This design comes from an exercise in tuning for small area, a short achievable clock period and few clock cycles per item on the open sky130 flow, not from production work. RTL that was checked went through simulation tests only; none was proved equivalent to the original. Power is estimated from default activity; no workload was simulated.

## the reference run
Design wav_header_chunk_parser, start of the top module:
module wav_header_chunk_parser (
    input  logic        clk,
    input  logic        rst_n,
    input  logic        in_valid,
    output logic        in_stall,
    input  logic [7:0]  byte_value,
    input  logic        end_of_file,
    input  logic        cfg_valid,
    output logic        cfg_ready,
    input  logic [3:0]  cfg_data,
    output logic        out_valid,
    input  logic        out_stall,
    output logic        payload_valid,
    output logic [7:0]  payload_byte,
    output logic        payload_last,
    output logic [15:0] audio_format,
    output logic [15:0] num_channels,
    output logic [31:0] sample_freq,
    output logic [15:0] bits_per_sample,
    output logic [31:0] payload_size,
    output logic [2:0]  status
);
clock: 5.5 ns
lec_check: 0
cap_margin: 20
core_margin: 2
core_utilization: 55
setup_slack_margin: 3.0
slew_margin: 20
standard.sh (not shown) runs the stock make flow with config.mk's settings and CLKGATE_MAP_FILE= SYNTH_SCRIPT=/design/flow/synth_recipe.tcl, a recipe that flattens the netlist after the stock synthesis.
==> flow/flow/run.sh <==
#!/bin/bash
# Standard ORFS layout, except that the port buffers use a small buffer cell
# (buf_1) instead of the delay-buffer cell buffer_ports picks by default;
# repair_design / repair_timing still resize them where needed.
set -euo pipefail
export BUFFER_PORTS_ARGS="-buffer_cell sky130_fd_sc_hd__buf_1"
bash standard.sh > standard.log 2>&1
No stage failed in the reference run, and the final checks on the layout all came back clean.
Changes in the trial run relative to the reference run:
--- a/flow/design.v
+++ b/flow/design.v
@@ -44,54 +44,49 @@
     logic        match_q;            
     logic [3:0]  chunks_q;
     logic [3:0]  limit_q;
     logic        ov_q, pv_q, pl_q;
     logic [7:0]  pb_q;
     logic [5:0]  pos_n;
     logic [2:0]  st_n;
     logic        phh_n, phw_n, php_n;
     logic [2:0]  hc_n;
     logic        skip_n, match_n;
     logic [3:0]  chunks_n;
     logic        pv_n, pl_n;
-    logic        hold, acc, take, src_eof;
-    logic        sk_v, sk_eof;
-    logic [7:0]  sk_d;
+    logic        hold, acc;
     logic        live, chk;
     logic [7:0]  d;
     logic [31:0] size;
     logic [31:0] cnt_dec;
     logic [3:0]  chunks_dec;
     logic [7:0]  hdr_tag, id_tag;
     logic        p3, p11, p23;
     logic        hdr_ok, id_ok;
     logic        cnt_one, size_zero;
-    logic        cnt_one_q, hz_q;
     logic        cnt_count, cnt_load, psize_load;
+    assign d         = byte_value;
     assign hold      = ov_q & out_stall;
-    assign in_stall  = sk_v;
-    assign take      = in_valid & ~sk_v;
-    assign acc       = (sk_v | in_valid) & ~hold;
-    assign d         = sk_v ? sk_d : byte_value;
-    assign src_eof   = sk_v ? sk_eof : end_of_file;
+    assign in_stall  = hold;
+    assign acc       = in_valid & ~hold;
     assign cfg_ready = 1'b1;
     assign p3         = (pos_q == 6'd3);
     assign p11        = (pos_q == 6'd11);
     assign p23        = (pos_q == 6'd23);
     assign live       = ph_h || ph_w || ph_p || (st_q == StDone);
     assign size       = {d, cnt_q[31:8]};
     assign cnt_dec    = cnt_q - 1'b1;
     assign chunks_dec = chunks_q - 1'b1;
-    assign cnt_one    = cnt_one_q;
-    assign size_zero  = (d == 8'd0) && hz_q;
+    assign cnt_one    = (cnt_q == 32'd1);
+    assign size_zero  = (d == 8'd0) && (cnt_q[31:8] == 24'd0);
     always_comb
     begin
         case (pos_q[1:0])
             2'd0:    hdr_tag = pos_q[3] ? 8'h57 : 8'h52;
             2'd1:    hdr_tag = pos_q[3] ? 8'h41 : 8'h49;
             2'd2:    hdr_tag = pos_q[3] ? 8'h56 : 8'h46;
             default: hdr_tag = pos_q[3] ? 8'h45 : 8'h46;
         endcase
         case (hc_q[1:0])
             2'd0:    id_tag = 8'h64;
             2'd1:    id_tag = 8'h61;
             2'd2:    id_tag = 8'h74;
@@ -185,71 +180,66 @@
         end
         else if (ph_p)
         begin
             pv_n = 1'b1;
             st_n = StPayload;
             if (cnt_one)
             begin
                 php_n = 1'b0;
                 pl_n  = 1'b1;
                 st_n  = StDone;
             end
         end
-        if (src_eof)
+        if (end_of_file)
         begin
             if (phh_n || php_n)
                 st_n = StTruncated;
             else if (phw_n)
                 st_n = StNoData;
             phh_n = 1'b1;
             phw_n = 1'b0;
             php_n = 1'b0;
         end
-        if (src_eof)
+        if (end_of_file)
             pos_n = 6'd0;
         else if (pos_q != 6'd36)
             pos_n = pos_q + 1'b1;
         else
             pos_n = pos_q;
     end
     always_ff @(posedge clk or negedge rst_n)
     begin
         if (!rst_n)
             limit_q <= ChunkLimitReset;
         else if (cfg_valid)
             limit_q <= cfg_data;
     end
     always_ff @(posedge clk or negedge rst_n)
     begin
         if (!rst_n)
         begin
             ov_q    <= 1'b0;
-            sk_v    <= 1'b0;
             pos_q   <= 6'd0;
             first_q <= 1'b1;
             ph_h    <= 1'b1;
             ph_w    <= 1'b0;
             ph_p    <= 1'b0;
         end
         else
         begin
-            ov_q <= acc | hold;
-            if (take && hold)
-                sk_v <= 1'b1;
-            else if (!hold)
-                sk_v <= 1'b0;
+            ov_q <= in_valid | hold;
             if (acc)
             begin
                 pos_q   <= pos_n;
-                first_q <= src_eof;
+                first_q <= end_of_file;
                 ph_h    <= phh_n;
                 ph_w    <= phw_n;
                 ph_p    <= php_n;
             end
         end
     end
     logic [7:0]  dcap;
     logic [9:0]  lane;
     logic [9:0]  lane_en;
     logic        psize_en, cnt_en;
     assign dcap = first_q ? 8'd0 : d;
     always_comb
@@ -277,38 +267,25 @@
         if (lane_en[6]) rate_q[23:16] <= dcap;
         if (lane_en[7]) rate_q[31:24] <= dcap;
         if (lane_en[8]) bits_q[7:0]   <= dcap;
         if (lane_en[9]) bits_q[15:8]  <= dcap;
     end
     assign psize_en = acc && (first_q || psize_load);
     assign cnt_en   = acc && cnt_load;
     always_ff @(posedge clk)
     begin
         if (psize_en)
             psize_q <= first_q ? 32'd0 : size;
         if (cnt_en)
-        begin
-            cnt_q     <= cnt_count ? cnt_dec : size;
-            cnt_one_q <= cnt_count ? (cnt_q == 32'd2)
-                                   : (d == 8'd0 && cnt_q[31:16] == 16'd0 && cnt_q[15:8] == 8'd1);
-            hz_q      <= (d == 8'd0 && cnt_q[31:16] == 16'd0);
-        end
-    end
-    always_ff @(posedge clk)
-    begin
-        if (!sk_v)
-        begin
-            sk_d   <= byte_value;
-            sk_eof <= end_of_file;
-        end
+            cnt_q <= cnt_count ? cnt_dec : size;
     end
     always_ff @(posedge clk)
     begin
         if (acc)
         begin
             st_q     <= st_n;
             hc_q     <= hc_n;
             skip_q   <= skip_n;
             match_q  <= match_n;
             chunks_q <= chunks_n;
             pv_q     <= pv_n;
             pl_q     <= pl_n;
==> results.txt <==
Effective utilization at floorplan delta for the trial run relative to the reference run: 0.28 points higher. Highest attainable clock frequency is lower on the reference run. Against the reference run, the final cell area of the trial run is lower. In the reports for the reference run and the trial run, the larger combinational fraction of design power belongs to the trial run. The trial run vs the reference run, master of the slowest instance on the critical path: sky130_fd_sc_hd__buf_6 vs sky130_fd_sc_hd__nor4b_4. Global-route wire length before repair was higher in the trial run than in the reference run. Compared with the reference run, in the trial run fraction of the core area covered by cells at the end of the flow went up 1.6 points, post-synthesis area per instance increased 0.61%, cell count dropped 16, cell area power density down about 5.5%. The logic depth of the worst path, buffers included in the trial run sits 5 below the value recorded for the reference run. Of the reference run and the trial run, the higher die area belongs to the reference run. In the reports for the reference run and the trial run, the larger shortest period the worst path allows belongs to the reference run. Lower fraction of the mapped netlist area in compound gates goes to the reference run over the trial run. Number of vias after detailed routing of the trial run is on par with the reference run.
Testbench counts of the trial run, summed over its fixed seeds: cycles 34,672, items 34,664.
Function not checked in the reference run: the RTL went through the layout flow alone.

* * *

The RTL this note starts from:
==> flow/design.v <==
package wavp_pkg;
    localparam logic [3:0] ChunkLimitReset = 4'd10;
    localparam logic [2:0] StHeader      = 3'd0;
    localparam logic [2:0] StPayload     = 3'd1;
    localparam logic [2:0] StDone        = 3'd2;
    localparam logic [2:0] StBadRiff     = 3'd3;
    localparam logic [2:0] StBadWave     = 3'd4;
    localparam logic [2:0] StBadChannels = 3'd5;
    localparam logic [2:0] StNoData      = 3'd6;
    localparam logic [2:0] StTruncated   = 3'd7;
endpackage
import wavp_pkg::*;
module wav_header_chunk_parser (
    input  logic        clk,
    input  logic        rst_n,
    input  logic        in_valid,
    output logic        in_stall,
    input  logic [7:0]  byte_value,
    input  logic        end_of_file,
    input  logic        cfg_valid,
    output logic        cfg_ready,
    input  logic [3:0]  cfg_data,
    output logic        out_valid,
    input  logic        out_stall,
    output logic        payload_valid,
    output logic [7:0]  payload_byte,
    output logic        payload_last,
    output logic [15:0] audio_format,
    output logic [15:0] num_channels,
    output logic [31:0] sample_freq,
    output logic [15:0] bits_per_sample,
    output logic [31:0] payload_size,
    output logic [2:0]  status
);
    logic [5:0]  pos_q;              
    logic        first_q;            
    logic        ph_h, ph_w, ph_p;   
    logic [2:0]  st_q;               
    logic [15:0] fmt_q, ch_q, bits_q;
    logic [31:0] rate_q, psize_q;
    logic [31:0] cnt_q;              
    logic [2:0]  hc_q;               
    logic        skip_q;             
    logic        match_q;            
    logic [3:0]  chunks_q;
    logic [3:0]  limit_q;
    logic        ov_q, pv_q, pl_q;
    logic [7:0]  pb_q;
    logic [5:0]  pos_n;
    logic [2:0]  st_n;
    logic        phh_n, phw_n, php_n;
    logic [2:0]  hc_n;
    logic        skip_n, match_n;
    logic [3:0]  chunks_n;
    logic        pv_n, pl_n;
    logic        hold, acc, take, src_eof;
    logic        a_v, a_eof, b_v, b_eof;
    logic [7:0]  a_d, b_d;
    logic        live, chk;
    logic [7:0]  d;
    logic [31:0] size;
    logic [31:0] cnt_dec;
    logic [3:0]  cz_q;               
    logic [3:0]  cz_n, brw;
    logic [3:0]  chunks_dec;
    logic [7:0]  in_d;
    logic        in_eof;
    logic        a_z, a_R, a_I, a_F, a_W, a_A, a_V, a_E, a_dd, a_a, a_t;
    logic        hdr_eq, id_eq;
    logic        p3, p11, p23, w7;
    logic        hdr_ok, id_ok;
    logic        cnt_one, size_zero;
    logic        cnt_one_q;
    logic        cnt_count, cnt_load, psize_load;
    assign hold      = ov_q & out_stall;
    assign in_stall  = b_v;
    assign take      = in_valid & ~b_v;
    assign acc       = a_v & ~hold;
    assign d         = a_d;
    assign in_d      = b_v ? b_d : byte_value;
    assign in_eof    = b_v ? b_eof : end_of_file;
    assign src_eof   = a_eof;
    assign cfg_ready = 1'b1;
    assign p3         = (pos_q == 6'd3);
    assign p11        = (pos_q == 6'd11);
    assign p23        = (pos_q == 6'd23);
    assign w7         = ph_w && !skip_q && (hc_q == 3'd7);
    assign live       = ph_h || ph_w || ph_p || (st_q == StDone);
    assign size       = {d, cnt_q[31:8]};
    assign brw = {cz_q[2] & cz_q[1] & cz_q[0], cz_q[1] & cz_q[0], cz_q[0], 1'b1};
    always_comb
    begin
        for (int k = 0; k < 4; k++)
        begin
            cnt_dec[8*k +: 8] = brw[k] ? cnt_q[8*k +: 8] - 8'd1 : cnt_q[8*k +: 8];
            cz_n[k]           = brw[k] ? (cnt_q[8*k +: 8] == 8'd1) : cz_q[k];
        end
    end
    assign chunks_dec = chunks_q - 1'b1;
    assign cnt_one    = cnt_one_q;
    assign size_zero  = a_z && (cz_q[3:1] == 3'b111);
    always_comb
    begin
        case (pos_q[1:0])
            2'd0:    hdr_eq = pos_q[3] ? a_W : a_R;
            2'd1:    hdr_eq = pos_q[3] ? a_A : a_I;
            2'd2:    hdr_eq = pos_q[3] ? a_V : a_F;
            default: hdr_eq = pos_q[3] ? a_E : a_F;
        endcase
        case (hc_q[1:0])
            2'd0:    id_eq = a_dd;
            2'd1:    id_eq = a_a;
            2'd2:    id_eq = a_t;
            default: id_eq = a_a;
        endcase
    end
    assign hdr_ok = hdr_eq && (pos_q[1:0] == 2'd0 || match_q);
    assign id_ok  = id_eq && (hc_q[1:0] == 2'd0 || match_q);
    assign cnt_count  = ph_p || (ph_w && skip_q);
    assign cnt_load   = cnt_count || (ph_w && hc_q[2]);
    assign psize_load = w7 && (chunks_q != 4'd0) && match_q;
    always_comb
    begin
        phh_n    = ph_h;
        phw_n    = ph_w;
        php_n    = ph_p;
        st_n     = st_q;
        hc_n     = hc_q;
        skip_n   = skip_q;
        match_n  = match_q;
        chunks_n = chunks_q;
        pv_n     = 1'b0;
        pl_n     = 1'b0;
        chk = live && p23
              && !(a_z && (ch_q[7:0] == 8'd1 || ch_q[7:0] == 8'd2));
        if (chk)
        begin
            phh_n = 1'b0;
            phw_n = 1'b0;
            php_n = 1'b0;
            st_n  = StBadChannels;
        end
        else if (ph_h)
        begin
            st_n    = StHeader;
            match_n = hdr_ok;
            if (p3 && !hdr_ok)
            begin
                phh_n = 1'b0;
                st_n  = StBadRiff;
            end
            else if (p11)
            begin
                phh_n = 1'b0;
                if (!hdr_ok)
                    st_n = StBadWave;
                else
                begin
                    phw_n    = 1'b1;
                    hc_n     = 3'd0;
                    skip_n   = 1'b0;
                    chunks_n = limit_q;
                end
            end
        end
        else if (ph_w)
        begin
            st_n = StHeader;
            if (skip_q)
                skip_n = !cnt_one;
            else
            begin
                hc_n = hc_q + 1'b1;
                if (!hc_q[2])
                    match_n = id_ok;
                else if (w7)
                begin
                    if (chunks_q == 4'd0)
                    begin
                        phw_n = 1'b0;
                        st_n  = StNoData;
                    end
                    else if (match_q)
                    begin
                        phw_n = 1'b0;
                        php_n = !size_zero;
                        st_n  = size_zero ? StDone : StPayload;
                    end
                    else
                    begin
                        chunks_n = chunks_dec;
                        skip_n   = !size_zero;
                        if (chunks_q == 4'd1)
                        begin
                            phw_n = 1'b0;
                            st_n  = StNoData;
                        end
                    end
                end
            end
        end
        else if (ph_p)
        begin
            pv_n = 1'b1;
            st_n = StPayload;
            if (cnt_one)
            begin
                php_n = 1'b0;
                pl_n  = 1'b1;
                st_n  = StDone;
            end
        end
        if (src_eof)
        begin
            if (phh_n || php_n)
                st_n = StTruncated;
            else if (phw_n)
                st_n = StNoData;
            phh_n = 1'b1;
            phw_n = 1'b0;
            php_n = 1'b0;
        end
        if (src_eof)
            pos_n = 6'd0;
        else if (pos_q != 6'd36)
            pos_n = pos_q + 1'b1;
        else
            pos_n = pos_q;
    end
    always_ff @(posedge clk or negedge rst_n)
    begin
        if (!rst_n)
            limit_q <= ChunkLimitReset;
        else if (cfg_valid)
            limit_q <= cfg_data;
    end
    always_ff @(posedge clk or negedge rst_n)
    begin
        if (!rst_n)
        begin
            ov_q    <= 1'b0;
            a_v     <= 1'b0;
            b_v     <= 1'b0;
            pos_q   <= 6'd0;
            first_q <= 1'b1;
            ph_h    <= 1'b1;
            ph_w    <= 1'b0;
            ph_p    <= 1'b0;
        end
        else
        begin
            ov_q <= acc | hold;
            a_v  <= acc ? (b_v | take) : (a_v | take);
            b_v  <= b_v ? !acc : (take && a_v && !acc);
            if (acc)
            begin
                pos_q   <= pos_n;
                first_q <= src_eof;
                ph_h    <= phh_n;
                ph_w    <= phw_n;
                ph_p    <= php_n;
            end
        end
    end
    logic [7:0]  dcap;
    logic [9:0]  lane;
    logic [9:0]  lane_en;
    logic        psize_en, cnt_en;
    assign dcap = first_q ? 8'd0 : d;
    always_comb
    begin
        lane[0] = (pos_q == 6'd20);
        lane[1] = (pos_q == 6'd21);
        lane[2] = (pos_q == 6'd22);
        lane[3] = (pos_q == 6'd23);
        lane[4] = (pos_q == 6'd24);
        lane[5] = (pos_q == 6'd25);
        lane[6] = (pos_q == 6'd26);
        lane[7] = (pos_q == 6'd27);
        lane[8] = (pos_q == 6'd34);
        lane[9] = (pos_q == 6'd35);
        lane_en = acc ? (first_q ? 10'h3ff : (live ? lane : 10'd0)) : 10'd0;
    end
    always_ff @(posedge clk)
    begin
        if (lane_en[0]) fmt_q[7:0]    <= dcap;
        if (lane_en[1]) fmt_q[15:8]   <= dcap;
        if (lane_en[2]) ch_q[7:0]     <= dcap;
        if (lane_en[3]) ch_q[15:8]    <= dcap;
        if (lane_en[4]) rate_q[7:0]   <= dcap;
        if (lane_en[5]) rate_q[15:8]  <= dcap;
        if (lane_en[6]) rate_q[23:16] <= dcap;
        if (lane_en[7]) rate_q[31:24] <= dcap;
        if (lane_en[8]) bits_q[7:0]   <= dcap;
        if (lane_en[9]) bits_q[15:8]  <= dcap;
    end
    assign psize_en = acc && (first_q || psize_load);
    assign cnt_en   = acc && cnt_load;
    always_ff @(posedge clk)
    begin
        if (psize_en)
            psize_q <= first_q ? 32'd0 : size;
        if (cnt_en)
        begin
            cnt_q     <= cnt_count ? cnt_dec : size;
            cz_q      <= cnt_count ? cz_n : {a_z, cz_q[3:1]};
            cnt_one_q <= cnt_count ? (cz_q[3:1] == 3'b111 && cnt_q[7:0] == 8'd2)
                                   : (a_z && cz_q[3:2] == 2'b11 && cnt_q[15:8] == 8'd1);
        end
    end
    always_ff @(posedge clk)
    begin
        if (acc || !a_v)
        begin
            a_d   <= in_d;
            a_eof <= in_eof;
            a_z   <= (in_d == 8'h00);
            a_R   <= (in_d == 8'h52);
            a_I   <= (in_d == 8'h49);
            a_F   <= (in_d == 8'h46);
            a_W   <= (in_d == 8'h57);
            a_A   <= (in_d == 8'h41);
            a_V   <= (in_d == 8'h56);
            a_E   <= (in_d == 8'h45);
            a_dd  <= (in_d == 8'h64);
            a_a   <= (in_d == 8'h61);
            a_t   <= (in_d == 8'h74);
        end
        if (!b_v)
        begin
            b_d   <= byte_value;
            b_eof <= end_of_file;
        end
    end
    always_ff @(posedge clk)
    begin
        if (acc)
        begin
            st_q     <= st_n;
            hc_q     <= hc_n;
            skip_q   <= skip_n;
            match_q  <= match_n;
            chunks_q <= chunks_n;
            pv_q     <= pv_n;
            pl_q     <= pl_n;
            pb_q     <= pv_n ? d : 8'd0;
        end
    end
    assign out_valid       = ov_q;
    assign payload_valid   = pv_q;
    assign payload_byte    = pb_q;
    assign payload_last    = pl_q;
    assign audio_format    = fmt_q;
    assign num_channels    = ch_q;
    assign sample_freq     = rate_q;
    assign bits_per_sample = bits_q;
    assign payload_size    = psize_q;
    assign status          = st_q;
endmodule
==> flow/config.mk <==
export PLATFORM = sky130hd
export DESIGN_NAME = wav_header_chunk_parser
export DESIGN_NICKNAME = wav_header_chunk_parser
export VERILOG_FILES = /design/flow/design.v
export SDC_FILE = /design/flow/constraint.sdc
export NUM_CORES = 4
export LEC_CHECK = 0
export ABC_AREA = 1
export CAP_MARGIN = 20
export CORE_MARGIN = 2
export CORE_UTILIZATION = 55
export CTS_CLUSTER_DIAMETER = 100
export CTS_CLUSTER_SIZE = 25
export SETUP_SLACK_MARGIN = 3.3
export SLEW_MARGIN = 20
==> flow/constraint.sdc <==
create_clock -name core_clock -period 5.5 [get_ports {clk}]
set_input_delay 1.1000 -clock core_clock [delete_from_list [all_inputs] [get_ports {clk}]]
set_output_delay 1.1000 -clock core_clock [all_outputs]
set_load 0.01 [all_outputs]
Scripts as last shown in full above: flow/flow/run.sh
Change:
--- a/flow/design.v
+++ b/flow/design.v
@@ -62,32 +62,52 @@
     logic [31:0] cnt_dec;
     logic [3:0]  cz_q;               
     logic [3:0]  cz_n, brw;
     logic [3:0]  chunks_dec;
     logic [7:0]  in_d;
     logic        in_eof;
-    logic        a_z, a_R, a_I, a_F, a_W, a_A, a_V, a_E, a_dd, a_a, a_t;
+    logic        a_z;
+    logic [3:0]  a_c, in_c;
+    localparam logic [3:0] CNone = 4'd0, CR = 4'd1, CI = 4'd2, CF = 4'd3, CW = 4'd4,
+                           CA = 4'd5, CV = 4'd6, CE = 4'd7, Cd = 4'd8, Ca = 4'd9, Ct = 4'd10;
     logic        hdr_eq, id_eq;
     logic        p3, p11, p23, w7;
+    logic        w7_q;                  
     logic        hdr_ok, id_ok;
     logic        cnt_one, size_zero;
     logic        cnt_one_q;
     logic        cnt_count, cnt_load, psize_load;
     assign hold      = ov_q & out_stall;
     assign in_stall  = b_v;
     assign take      = in_valid & ~b_v;
     assign acc       = a_v & ~hold;
     assign d         = a_d;
     assign in_d      = b_v ? b_d : byte_value;
     assign in_eof    = b_v ? b_eof : end_of_file;
+    always_comb
+    begin
+        case (in_d)
+            8'h52:   in_c = CR;
+            8'h49:   in_c = CI;
+            8'h46:   in_c = CF;
+            8'h57:   in_c = CW;
+            8'h41:   in_c = CA;
+            8'h56:   in_c = CV;
+            8'h45:   in_c = CE;
+            8'h64:   in_c = Cd;
+            8'h61:   in_c = Ca;
+            8'h74:   in_c = Ct;
+            default: in_c = CNone;
+        endcase
+    end
     assign src_eof   = a_eof;
     assign cfg_ready = 1'b1;
     assign p3         = (pos_q == 6'd3);
     assign p11        = (pos_q == 6'd11);
     assign p23        = (pos_q == 6'd23);
-    assign w7         = ph_w && !skip_q && (hc_q == 3'd7);
+    assign w7         = w7_q && ph_w;
     assign live       = ph_h || ph_w || ph_p || (st_q == StDone);
     assign size       = {d, cnt_q[31:8]};
     assign brw = {cz_q[2] & cz_q[1] & cz_q[0], cz_q[1] & cz_q[0], cz_q[0], 1'b1};
     always_comb
     begin
         for (int k = 0; k < 4; k++)
@@ -99,22 +119,22 @@
     assign chunks_dec = chunks_q - 1'b1;
     assign cnt_one    = cnt_one_q;
     assign size_zero  = a_z && (cz_q[3:1] == 3'b111);
     always_comb
     begin
         case (pos_q[1:0])
-            2'd0:    hdr_eq = pos_q[3] ? a_W : a_R;
-            2'd1:    hdr_eq = pos_q[3] ? a_A : a_I;
-            2'd2:    hdr_eq = pos_q[3] ? a_V : a_F;
-            default: hdr_eq = pos_q[3] ? a_E : a_F;
+            2'd0:    hdr_eq = (a_c == (pos_q[3] ? CW : CR));
+            2'd1:    hdr_eq = (a_c == (pos_q[3] ? CA : CI));
+            2'd2:    hdr_eq = (a_c == (pos_q[3] ? CV : CF));
+            default: hdr_eq = (a_c == (pos_q[3] ? CE : CF));
         endcase
         case (hc_q[1:0])
-            2'd0:    id_eq = a_dd;
-            2'd1:    id_eq = a_a;
-            2'd2:    id_eq = a_t;
-            default: id_eq = a_a;
+            2'd0:    id_eq = (a_c == Cd);
+            2'd1:    id_eq = (a_c == Ca);
+            2'd2:    id_eq = (a_c == Ct);
+            default: id_eq = (a_c == Ca);
         endcase
     end
     assign hdr_ok = hdr_eq && (pos_q[1:0] == 2'd0 || match_q);
     assign id_ok  = id_eq && (hc_q[1:0] == 2'd0 || match_q);
     assign cnt_count  = ph_p || (ph_w && skip_q);
     assign cnt_load   = cnt_count || (ph_w && hc_q[2]);
@@ -312,22 +332,13 @@
     begin
         if (acc || !a_v)
         begin
             a_d   <= in_d;
             a_eof <= in_eof;
             a_z   <= (in_d == 8'h00);
-            a_R   <= (in_d == 8'h52);
-            a_I   <= (in_d == 8'h49);
-            a_F   <= (in_d == 8'h46);
-            a_W   <= (in_d == 8'h57);
-            a_A   <= (in_d == 8'h41);
-            a_V   <= (in_d == 8'h56);
-            a_E   <= (in_d == 8'h45);
-            a_dd  <= (in_d == 8'h64);
-            a_a   <= (in_d == 8'h61);
-            a_t   <= (in_d == 8'h74);
+            a_c   <= in_c;
         end
         if (!b_v)
         begin
             b_d   <= byte_value;
             b_eof <= end_of_file;
         end
@@ -338,12 +349,13 @@
         begin
             st_q     <= st_n;
             hc_q     <= hc_n;
             skip_q   <= skip_n;
             match_q  <= match_n;
             chunks_q <= chunks_n;
+            w7_q     <= ph_w && !skip_q && (hc_q == 3'd6);
             pv_q     <= pv_n;
             pl_q     <= pl_n;
             pb_q     <= pv_n ? d : 8'd0;
         end
     end
     assign out_valid       = ov_q;
Routed wire length came out higher slightly.
Design area came out lower slightly.
Power came out lower by a few percent.
Via count came out higher slightly.
Core utilization came out higher by 0.59 points.
Global-route usage came out higher by 0.56 points.
Non-clock buffer count came out higher by 7.
Setup slack improved by 14 ps.
Area after synthesis came out lower by a few percent.
Final cell count came out higher slightly.
Register-to-register slack improved by 50 ps.
Clock-buffer cell count stays the same.
Clock power is about the same.
First-iteration DRC count came out higher by about a fifth.
Testbench counts after the change, summed over its fixed seeds: cycles 34,680, items 34,664.
Function not checked in the first run of this note: the RTL went through the layout flow alone.

separate check: timing with driven ports:
No port has a modelled driver above. Below, the same layouts with a new extraction and two added sets of constraints. Step 1 (the two cells are an assumption about what drives the block):
set clk [get_ports {clk}]
set_driving_cell -lib_cell sky130_fd_sc_hd__clkbuf_16 $clk
set_driving_cell -lib_cell sky130_fd_sc_hd__buf_2 [delete_from_list [all_inputs] $clk]
Step 2, shift: input delay + t, output delay - t, t = (earliest + latest rising clock arrival at the registers) / 2. This alone moves slack from input paths to output paths. Slacks: ideal ports / drivers / drivers and shift; pairs: ideal ports / drivers.
run	shift t [ns]	setup slack, ns	clock arrival spread, ns	worst register clock-pin slew, ns	worst slew at a driven data input, ns
the reference run	0.469	2.934 / 2.932 / 2.463	0.010 / 0.009	0.08 / 0.08	0.07
the trial run	0.464	2.967 / 2.944 / 2.617	0.011 / 0.012	0.07 / 0.07	0.06
the first run of note 2	0.505	3.323 / 3.279 / 2.987	0.016 / 0.016	0.10 / 0.10	0.03
the second run of note 2	0.498	3.337 / 3.294 / 2.876	0.023 / 0.023	0.10 / 0.10	0.03
After both steps setup and hold are still met in every run listed. For the reference run, which loses most, drivers alone change the setup slack by -0.002 ns; drivers and shift together by -0.471 ns.
